Source: an optimization exercise on an open RTL-to-GDS flow (aim: small area and a short achievable clock period). Production flows keep margins and buffers that such runs may drop. No functional check of the RTL was part of this run. Power and IR drop assume default switching activity.

`design/flow/run.sh`:
```
#!/bin/bash
# synth_recipe.tcl (not shown) runs the flow's synth.tcl, then flattens the netlist and writes it again
# the make line also repeats each setting of config.mk as NAME=value (left out here)
make -C /OpenROAD-flow-scripts/flow DESIGN_CONFIG=/design/flow/config.mk WORK_HOME=/design/flow/orfs CLKGATE_MAP_FILE= SYNTH_SCRIPT=/design/flow/synth_recipe.tcl finish
```
`design/flow/config.mk`:
```
export PLATFORM = sky130hd
export DESIGN_NAME = st_source
export DESIGN_NICKNAME = st_source
export VERILOG_FILES = /design/flow/design.v
export SDC_FILE = /design/flow/constraint.sdc
export NUM_CORES = 4
export LEC_CHECK = 0
export CAP_MARGIN = 20
export CORE_MARGIN = 2
export CORE_UTILIZATION = 40
export SLEW_MARGIN = 20
```
`design/flow/constraint.sdc`:
```
create_clock -name core_clock -period 5.0 [get_ports {clk}]
set_input_delay 1.0000 -clock core_clock [delete_from_list [all_inputs] [get_ports {clk}]]
set_output_delay 1.0000 -clock core_clock [all_outputs]
set_load 0.01 [all_outputs]
```
`design/flow/design.v`:
```
package st_source_pkg;
   localparam int data_w    = 32;
   localparam int channel_w = 4;
   localparam int idle_w    = 8;
   localparam int lat_w     = 16;
   localparam int txn_depth  = 16;
   localparam int resp_depth = 16;
   localparam int level_w    = 5;
   localparam int addr_w = 4;
   typedef logic [data_w-1:0]    st_data_t;
   typedef logic [channel_w-1:0] st_channel_t;
   typedef logic [idle_w-1:0]    idle_t;
   typedef logic [lat_w-1:0]     latency_t;
   typedef logic [addr_w-1:0]    apb_addr_t;
   localparam apb_addr_t reg_ctrl   = 4'h0;
   localparam apb_addr_t reg_data   = 4'h4;
   localparam apb_addr_t reg_status = 4'h8;
   localparam apb_addr_t reg_resp   = 4'hC;
   localparam int txn_w = idle_w + 2 + channel_w + data_w;
   typedef struct packed {
      idle_t       idles;
      logic        sop;
      logic        eop;
      st_channel_t channel;
      st_data_t    data;
   } st_txn_t;
endpackage
`timescale 1ns/1ps
module sync_fifo #(
   parameter int  width     = 8,
   parameter int  depth     = 16
) (
   input  logic                         clk,
   input  logic                         reset,
   input  logic                         push,
   input  logic [width-1:0]             push_data,
   input  logic                         pop,
   output logic [width-1:0]             pop_data,
   output logic                         empty,
   output logic                         full,
   output logic [$clog2(depth+1)-1:0]   level
);
   localparam int ptr_w = $clog2(depth);
   localparam int lvl_w = $clog2(depth + 1);
   logic [width-1:0]       mem [depth];
   logic [ptr_w-1:0]       wr_ptr;
   logic [ptr_w-1:0]       rd_ptr;
   logic [lvl_w-1:0]       count;
   assign empty    = (count == '0);
   assign full     = count[lvl_w-1];
   assign level    = count;
   assign pop_data = mem[rd_ptr];
   always_ff @(posedge clk) begin
      if (push) begin
         mem[wr_ptr] <= push_data;
      end
   end
   always_ff @(posedge clk or posedge reset) begin
      if (reset) begin
         wr_ptr <= '0;
         rd_ptr <= '0;
         count  <= '0;
      end else begin
         if (push) wr_ptr <= wr_ptr + 1'b1;
         if (pop)  rd_ptr <= rd_ptr + 1'b1;
         if (push && !pop) begin
            count <= count + 1'b1;
         end else if (pop && !push) begin
            count <= count - 1'b1;
         end
      end
   end
endmodule
module resp_queue #(
   parameter int  width     = 16
) (
   input  logic                         clk,
   input  logic                         reset,
   input  logic                         push,
   input  logic [width-1:0]             push_data,
   input  logic                         pop,
   output logic [width-1:0]             head,
   output logic                         empty,
   output logic                         full,
   output logic [4:0]                   level
);
   logic [width-1:0]       mem [15];
   logic [width-1:0]       head_q;
   logic [3:0]             wr_ptr;
   logic [3:0]             rd_ptr;
   logic [4:0]             count;
   logic                   nonempty;
   logic                   to_head;
   logic                   from_mem;
   logic                   to_mem;
   assign empty = !nonempty;
   assign full  = count[4];
   assign level = count;
   assign head  = {width{nonempty}} & head_q;
   assign to_head  = push && ((count == 5'd0) || ((count == 5'd1) && pop));
   assign to_mem   = push && !to_head;
   assign from_mem = pop && (count > 5'd1);
   always_ff @(posedge clk) begin
      if (to_mem) begin
         mem[wr_ptr] <= push_data;
      end
      if (from_mem) begin
         head_q <= mem[rd_ptr];
      end else if (to_head) begin
         head_q <= push_data;
      end
   end
   always_ff @(posedge clk or posedge reset) begin
      if (reset) begin
         wr_ptr   <= '0;
         rd_ptr   <= '0;
         count    <= '0;
         nonempty <= 1'b0;
      end else begin
         if (to_mem)   wr_ptr <= (wr_ptr == 4'd14) ? 4'd0 : wr_ptr + 1'b1;
         if (from_mem) rd_ptr <= (rd_ptr == 4'd14) ? 4'd0 : rd_ptr + 1'b1;
         if (push && !pop) begin
            count    <= count + 1'b1;
            nonempty <= 1'b1;
         end else if (pop && !push) begin
            count    <= count - 1'b1;
            nonempty <= (count != 5'd1);
         end
      end
   end
endmodule
`timescale 1ns/1ps
module apb_csr (
   input  logic                                 clk,
   input  logic                                 reset,
   input  logic                                 psel,
   input  logic                                 penable,
   input  logic                                 pwrite,
   input  st_source_pkg::apb_addr_t             paddr,
   input  logic [31:0]                          pwdata,
   input  logic                                 txn_full,
   input  logic [st_source_pkg::level_w-1:0]    txn_level,
   input  logic                                 resp_empty,
   input  logic [st_source_pkg::level_w-1:0]    resp_level,
   input  st_source_pkg::latency_t              resp_head,
   input  logic                                 resp_lost,
   input  logic                                 driver_busy,
   output logic [31:0]                          prdata,
   output logic                                 pready,
   output logic                                 pslverr,
   output logic                                 txn_push,
   output st_source_pkg::st_txn_t               txn_in,
   output logic                                 resp_pop
);
   logic          sel_ctrl;
   logic          sel_data;
   logic          sel_status;
   logic          sel_resp;
   logic          setup;
   logic          complete;
   logic          ctrl_sop;
   logic          ctrl_eop;
   st_source_pkg::st_channel_t   ctrl_channel;
   st_source_pkg::idle_t         ctrl_idles;
   logic          resp_ovf;
   assign pready = 1'b1;
   assign setup  = psel && !penable;
   always_ff @(posedge clk) begin
      sel_ctrl   <= setup &&  pwrite && (paddr == st_source_pkg::reg_ctrl);
      sel_data   <= setup &&  pwrite && (paddr == st_source_pkg::reg_data);
      sel_status <= setup && !pwrite && (paddr == st_source_pkg::reg_status);
      sel_resp   <= setup && !pwrite && (paddr == st_source_pkg::reg_resp);
   end
   assign txn_in.idles   = ctrl_idles;
   assign txn_in.sop     = ctrl_sop;
   assign txn_in.eop     = ctrl_eop;
   assign txn_in.channel = ctrl_channel;
   assign txn_in.data    = pwdata;
   assign txn_push = sel_data && !txn_full;
   assign resp_pop = sel_resp && !resp_empty;
   assign pslverr  = (sel_data && txn_full) || (sel_resp && resp_empty);
   assign complete = (txn_level == '0) && !driver_busy;
   always_comb begin
      prdata        = '0;
      prdata[15:0]  = {16{sel_resp}} & resp_head;
      prdata[4:0]   = prdata[4:0]  | ({5{sel_status}} & txn_level);
      prdata[12:8]  = prdata[12:8] | ({5{sel_status}} & resp_level);
      prdata[16]    = sel_status && complete;
      prdata[17]    = sel_status && resp_ovf;
   end
   always_ff @(posedge clk or posedge reset) begin
      if (reset) begin
         ctrl_sop     <= 1'b0;
         ctrl_eop     <= 1'b0;
         ctrl_channel <= '0;
         ctrl_idles   <= '0;
         resp_ovf     <= 1'b0;
      end else begin
         if (sel_ctrl) begin
            ctrl_sop     <= pwdata[0];
            ctrl_eop     <= pwdata[1];
            ctrl_channel <= pwdata[7:4];
            ctrl_idles   <= pwdata[23:16];
         end
         if (resp_lost) begin
            resp_ovf <= 1'b1;
         end
      end
   end
endmodule
`timescale 1ns/1ps
module beat_driver (
   input  logic                          clk,
   input  logic                          reset,
   input  st_source_pkg::st_txn_t        txn_out,
   input  logic                          txn_empty,
   input  logic                          src_ready,
   output logic                          txn_pop,
   output logic                          src_valid,
   output st_source_pkg::st_data_t       src_data,
   output st_source_pkg::st_channel_t    src_channel,
   output logic                          src_sop,
   output logic                          src_eop,
   output logic                          driver_busy
);
   logic [st_source_pkg::data_w+st_source_pkg::channel_w+1:0] beat_q;
   logic       valid_q;
   logic       counting;
   st_source_pkg::idle_t      idle_cnt;
   logic       can_take;
   logic       take_idle;
   assign can_take  = !txn_empty && !counting;
   assign take_idle = can_take && !valid_q;
   assign txn_pop   = take_idle || (can_take && src_ready);
   assign driver_busy = valid_q || counting;
   assign src_valid   = valid_q;
   assign src_data    = {st_source_pkg::data_w{valid_q}} & beat_q[st_source_pkg::data_w-1:0];
   assign src_channel = {st_source_pkg::channel_w{valid_q}} & beat_q[st_source_pkg::data_w +: st_source_pkg::channel_w];
   assign src_eop     = valid_q && beat_q[st_source_pkg::data_w+st_source_pkg::channel_w];
   assign src_sop     = valid_q && beat_q[st_source_pkg::data_w+st_source_pkg::channel_w+1];
   always_ff @(posedge clk) begin
      if (txn_pop) begin
         beat_q <= {txn_out.sop, txn_out.eop, txn_out.channel, txn_out.data};
      end
   end
   always_ff @(posedge clk) begin
      if (txn_pop) begin
         idle_cnt <= txn_out.idles;
      end else begin
         idle_cnt <= idle_cnt - 1'b1;
      end
   end
   always_ff @(posedge clk or posedge reset) begin
      if (reset) begin
         valid_q  <= 1'b0;
         counting <= 1'b0;
      end else begin
         if (txn_pop) begin
            valid_q  <= (txn_out.idles == '0);
            counting <= (txn_out.idles != '0);
         end else if (counting) begin
            if (idle_cnt == st_source_pkg::idle_t'(1)) begin
               counting <= 1'b0;
               valid_q  <= 1'b1;
            end
         end else if (src_ready) begin
            valid_q <= 1'b0;
         end
      end
   end
endmodule
`timescale 1ns/1ps
module backpressure_monitor (
   input  logic                       clk,
   input  logic                       reset,
   input  logic                       src_valid,
   input  logic                       src_ready,
   output logic                       resp_push,
   output st_source_pkg::latency_t    resp_latency
);
   st_source_pkg::latency_t   stall_cnt;
   st_source_pkg::latency_t   stall_inc;
   assign resp_push    = src_valid && src_ready;
   assign resp_latency = stall_cnt;
   assign stall_inc    = (stall_cnt == '1) ? stall_cnt : stall_cnt + 1'b1;
   always_ff @(posedge clk) begin
      if (src_valid && !src_ready) begin
         stall_cnt <= stall_inc;
      end else begin
         stall_cnt <= '0;
      end
   end
endmodule
`timescale 1ns/1ps
module st_source (
   input  logic                          clk,
   input  logic                          reset,
   input  logic                          psel,
   input  logic                          penable,
   input  logic                          pwrite,
   input  st_source_pkg::apb_addr_t      paddr,
   input  logic [31:0]                   pwdata,
   output logic [31:0]                   prdata,
   output logic                          pready,
   output logic                          pslverr,
   output logic                          src_valid,
   output st_source_pkg::st_data_t       src_data,
   output st_source_pkg::st_channel_t    src_channel,
   output logic                          src_sop,
   output logic                          src_eop,
   input  logic                          src_ready
);
   logic                 txn_push;
   st_source_pkg::st_txn_t              txn_in;
   logic                 txn_pop;
   st_source_pkg::st_txn_t              txn_out;
   logic                 txn_empty;
   logic                 txn_full;
   logic [st_source_pkg::level_w-1:0]   txn_level;
   logic                 accept;
   st_source_pkg::latency_t             resp_latency;
   logic                 resp_pop;
   st_source_pkg::latency_t             resp_head;
   logic                 resp_empty;
   logic                 resp_full;
   logic [st_source_pkg::level_w-1:0]   resp_level;
   logic                 driver_busy;
   apb_csr u_csr (
      .clk         (clk),
      .reset       (reset),
      .psel        (psel),
      .penable     (penable),
      .pwrite      (pwrite),
      .paddr       (paddr),
      .pwdata      (pwdata),
      .txn_full    (txn_full),
      .txn_level   (txn_level),
      .resp_empty  (resp_empty),
      .resp_level  (resp_level),
      .resp_head   (resp_head),
      .resp_lost   (accept && resp_full),
      .driver_busy (driver_busy),
      .prdata      (prdata),
      .pready      (pready),
      .pslverr     (pslverr),
      .txn_push    (txn_push),
      .txn_in      (txn_in),
      .resp_pop    (resp_pop)
   );
   sync_fifo #(.width(st_source_pkg::txn_w), .depth(st_source_pkg::txn_depth)) txn_fifo (
      .clk       (clk),
      .reset     (reset),
      .push      (txn_push),
      .push_data (txn_in),
      .pop       (txn_pop),
      .pop_data  (txn_out),
      .empty     (txn_empty),
      .full      (txn_full),
      .level     (txn_level)
   );
   beat_driver u_driver (
      .clk         (clk),
      .reset       (reset),
      .txn_out     (txn_out),
      .txn_empty   (txn_empty),
      .src_ready   (src_ready),
      .txn_pop     (txn_pop),
      .src_valid   (src_valid),
      .src_data    (src_data),
      .src_channel (src_channel),
      .src_sop     (src_sop),
      .src_eop     (src_eop),
      .driver_busy (driver_busy)
   );
   backpressure_monitor u_monitor (
      .clk          (clk),
      .reset        (reset),
      .src_valid    (src_valid),
      .src_ready    (src_ready),
      .resp_push    (accept),
      .resp_latency (resp_latency)
   );
   resp_queue #(.width(st_source_pkg::lat_w)) resp_fifo (
      .clk       (clk),
      .reset     (reset),
      .push      (accept && !resp_full),
      .push_data (resp_latency),
      .pop       (resp_pop),
      .head      (resp_head),
      .empty     (resp_empty),
      .full      (resp_full),
      .level     (resp_level)
   );
endmodule
```
==> out/summary.log <==
qor: finish.num_antenna_cells 0
qor: global_routing.grt_util_all_layers 17.18%
qor: yosys.postSynth.asyncResetShare 3.993%
qor: clocking.clockRootBuffer sky130_fd_sc_hd__clkbuf_16
qor: placement.post_dp_cell_area 45260 um2
qor: global_routing.antenna_found_initial 6
qor: clocking.worst_skew_pair.late_latency 0.69 ns
qor: finish.design_area 48820 um2
qor: clocking.clk_transition_reported_paths 0.06 ns
qor: clocking.clock_tree_from_tritoncts yes
qor: clocking.tritoncts.num_buffers 108
qor: sta.final_total_negative_setup_slack 0 ns
qor: worst_setup_path.worst_ep_arrival 2.91 ns
qor: finish.nFillCells 8599
qor: run_status.outcome timing/DRC/antenna clean
qor: worst_setup_path.r2r-start txn_fifo.rd_ptr[0]
qor: drt.drt_iter0_drc 1725
qor: yosys.synth.cell_area 42480 um2
qor: worst_setup_path.r2r_setup_slk 1.67 ns
qor: power.power.static_leakage 16.10 nW
qor: clocking.cts_num_sinks 1102
qor: sta.finClkSkew 0.06801 ns
qor: clocking.postCtsHoldBufs 0
qor: floorplanning.floorplan.initialDensity 40.36%
qor: yosys.seq_area_frac_synth 76.72%
qor: finish.layout.nets 2158
qor: worst_setup_path.cell_chain_critical_path or4_1 -> nor3_1 -> and3b_1 -> clkdlybuf4s50_1
qor: worst_setup_path.critPathCaptureType output pin
qor: floorplanning.coreArea 105300 um2
qor: floorplanning.die_x 329.9 um
qor: yosys.synth_seq_cells 1102
qor: worst_setup_path.worstPathRequired 4.00 ns
qor: power.max-vdd-ir-drop 0.3004 mV
qor: floorplanning.boundaryPins 115
qor: floorplanning.floorplan.die_area 108800 um2
qor: global_routing.grt_max_degree 69
qor: yosys.yosysUniqueCellTypes 52
qor: sta.final_min_period_over_clock_period 78.22%
qor: worst_hold_path.min-delay-path-class reg2reg
qor: sta.fmaxAchievable 0.2557 GHz
qor: yosys.synth-main-ff-cell sky130_fd_sc_hd__edfxtp_1
qor: worst_setup_path.critical_path.slowest_cell sky130_fd_sc_hd__or4_1
qor: worst_setup_path.worstRegToRegCells 6
qor: worst_setup_path.path_max_fanout 4
qor: clocking.ctsResizeCount 0
qor: sta.maxSlewViolCount 0
qor: sta.fin_crit 3.911 ns
qor: drt.detailroute.via_count 19560
qor: drt.totalWireLength 93290 um
qor: drt.drt_drc_violations_left 0
qor: yosys.synth_enable_flop_cells 1030
qor: drt.drtPass1Iterations 5
qor: placement.place.port_buffers 99
qor: sta.timing.max_slew.rel_slack 27.93%
qor: worst_setup_path.ff_to_ff_end u_driver.counting
qor: worst_setup_path.startpoint txn_fifo.count[2]
qor: finish.mostFrequentLayoutCell sky130_fd_sc_hd__edfxtp_1
qor: run.cap_viol_max_count 0
qor: global_routing.globalRoute.totalOverflow 0
qor: clocking.cts_setup_buffers 0
qor: finish.syn_to_layout_area_delta 14.92%
qor: drt.detail-route-antenna-nets 0
qor: sta.total_setup_violations_reported_at_the_end_of_the_flow 0
qor: floorplanning.floorplan.die.height 329.9 um
qor: finish.layout-drive-gt1-share 26.23%
qor: placement.routabilityCongestion 0.7623
qor: power.power_per_cell_area 379.6 nW/um2
qor: worst_setup_path.start_kind register
qor: yosys.synth_warnings 5
qor: sta.final_hold_viol_count 0
qor: sta.worstMarginPinSlew 1.081 ns
qor: worst_setup_path.max_stage_delay 0.58 ns
qor: yosys.avgSynthCellArea 21.90 um2
qor: clocking.cts_max_level 3
qor: clocking.cts-root-to-sink-buffers 3
qor: worst_setup_path.critPathKind reg2out
qor: global_routing.vias_in_the_first_global_route 20230
qor: worst_setup_path.timing.critical_path.to prdata[16]
qor: placement.dpl.hpwl 48880 um
qor: drt.post_drt_via_cell_ratio 5.460
qor: finish.final_cell_mix sky130_fd_sc_hd__edfxtp_1 (1030), sky130_fd_sc_hd__mux4_2 (286), sky130_fd_sc_hd__clkbuf_16 (109), sky130_fd_sc_hd__clkdlybuf4s50_1 (99), sky130_fd_sc_hd__nand2_1 (56)
qor: drt.route.detailed.wl_per_inst 26.04 um
qor: global_routing.grt_first_pass_wirelength 136500 um
qor: yosys.syn-instance-count 1940
qor: floorplanning.fp-row-count 119
qor: sta.unrepaired_setup_endpoints_after_global_routing no
critical path, delay by kind of cell (launching register included):
kind                   cells  cell delay [ns]
DFF                        1             0.43
and+or+nand+nor            3             1.29
buffers and inverters      1             0.57
synth_stat cells, types with 17 or more instances:
cell type	instances	area [um2]
sky130_fd_sc_hd__mux2_2	32	360.4
sky130_fd_sc_hd__edfxtp_1	1030	30930
sky130_fd_sc_hd__mux2i_1	18	180.2
sky130_fd_sc_hd__clkbuf_1	62	232.7
sky130_fd_sc_hd__mux4_2	286	6441
sky130_fd_sc_hd__dfrtp_1	44	1101
sky130_fd_sc_hd__and2_1	57	356.6
sky130_fd_sc_hd__dfxtp_1	28	560.5
sky130_fd_sc_hd__ha_1	17	212.7
sky130_fd_sc_hd__buf_2	27	135.1
sky130_fd_sc_hd__o21ai_0	36	180.2
sky130_fd_sc_hd__nor2_1	38	142.6
sky130_fd_sc_hd__xor2_1	17	148.9
sky130_fd_sc_hd__xnor2_1	18	157.7
sky130_fd_sc_hd__inv_1	17	63.81
sky130_fd_sc_hd__nand2_1	56	210.2
how the worst min path moves through the flow:
| stage | from | to | cells after the start |
|---|---|---|---|
| 6_report | u_csr.resp_ovf | u_csr.resp_ovf | 1 |
| 4_1_cts | u_csr.resp_ovf | u_csr.resp_ovf | 1 |
| 2_1_floorplan | u_csr.resp_ovf | u_csr.resp_ovf | 1 |
| 5_1_grt | u_csr.resp_ovf | u_csr.resp_ovf | 1 |
| 3_5_place_dp | u_csr.resp_ovf | u_csr.resp_ovf | 1 |
| 3_3_place_gp | u_csr.resp_ovf | u_csr.resp_ovf | 1 |
power by group:
group | internal (mW) | total, mW | leakage (nW) | switching, mW
Sequential | 10.1 | 10.2 | 10.7 | 0.117
Clock | 4.58 | 8.04 | 1.77 | 3.46
Combinational | 0.122 | 0.268 | 3.59 | 0.146
Total | 14.8 | 18.5 | 16.1 | 3.73
area by class of cell:
| class | instances | area [um2] | area share, % |
|---|---|---|---|
| Clock buffer | 141 | 2978 | 6.100 |
| Clock inverter | 63 | 576.8 | 1.182 |
| Inverter | 17 | 63.81 | 0.1307 |
| Multi-Input combinational cell | 721 | 9433 | 19.32 |
| Sequential cell | 1102 | 32610 | 66.80 |
| Tap cell | 1391 | 1740 | 3.565 |
| Timing Repair Buffer | 148 | 1416 | 2.901 |
sequential cells by signal, summed over array words and instances, names as in the netlist, 4 cells and up:
register	cells
u_monitor.stall_cnt	16
resp_fifo.count	5
u_csr.ctrl_idles	8
u_driver.idle_cnt	8
txn_fifo.rd_ptr	4
txn_fifo.count	5
resp_fifo.wr_ptr	4
txn_fifo.mem	736
u_csr.ctrl_channel	4
resp_fifo.mem	240
txn_fifo.wr_ptr	4
u_driver.beat_q	38
resp_fifo.rd_ptr	4
resp_fifo.head_q	16
logic make-up after synthesis:
kind of cell | synth area share [%]
DFF | 76.72
muxes | 16.43
and+or+nand+nor | 2.807
buffers and inverters | 1.408
AOI/OAI and AO/OA | 1.343
xor gates and xnor gates | 0.7216
adders and majority gates | 0.5478
other | 0.01768
per-layer routing:
metal  vias up  global-route usage, %  part of all wire (%)
met5         -                      0                 0.059
met4         8                  4.743                   2.3
met3       137                  2.756                   5.3
met2       573                  28.64                    50
met1     10530                  23.57                    42
li1       8317                      -                     -
metrics by stage:
step	cells	hold WS (ns)	total power, mW	setup WS, ns	utilization (%)
after floorplan	1953	0.4336	10.53	1.545	-
after global placement	3378	0.4532	10.67	1.404	42.97
after detailed placement	3379	0.4531	10.69	1.368	43.00
after CTS	3583	0.4664	18.68	1.078	46.38
after global routing	3583	0.4890	19.06	1.017	46.38
final	3583	0.4701	18.53	1.089	46.38

## what the ideal ports hide
The results above use ideal ports. As a check the final layout listed here was re-extracted and re-timed, cells and wires unchanged.
Step 1 assumes that a clkbuf_16 drives the clock port and a buf_2 every other input.
Step 2 adds t to the input delays and takes it off the output delays; t is the mean of the earliest and latest rising clock arrival at the registers after step 1. Input paths then give back, and output paths get back, about the clock's delay inside the block.
Three values: no drivers, after step 1, after step 2; two values: the first two.
t (ns): 0.726
slack for setup (ns): 1.089 / 1.022 / 1.273
hold slack, ns: 0.470 / 0.470 / 0.470
After both steps setup and hold are still met in this run. The setup slack of this run moves by -0.067 ns with the drivers and by +0.184 ns with both steps.
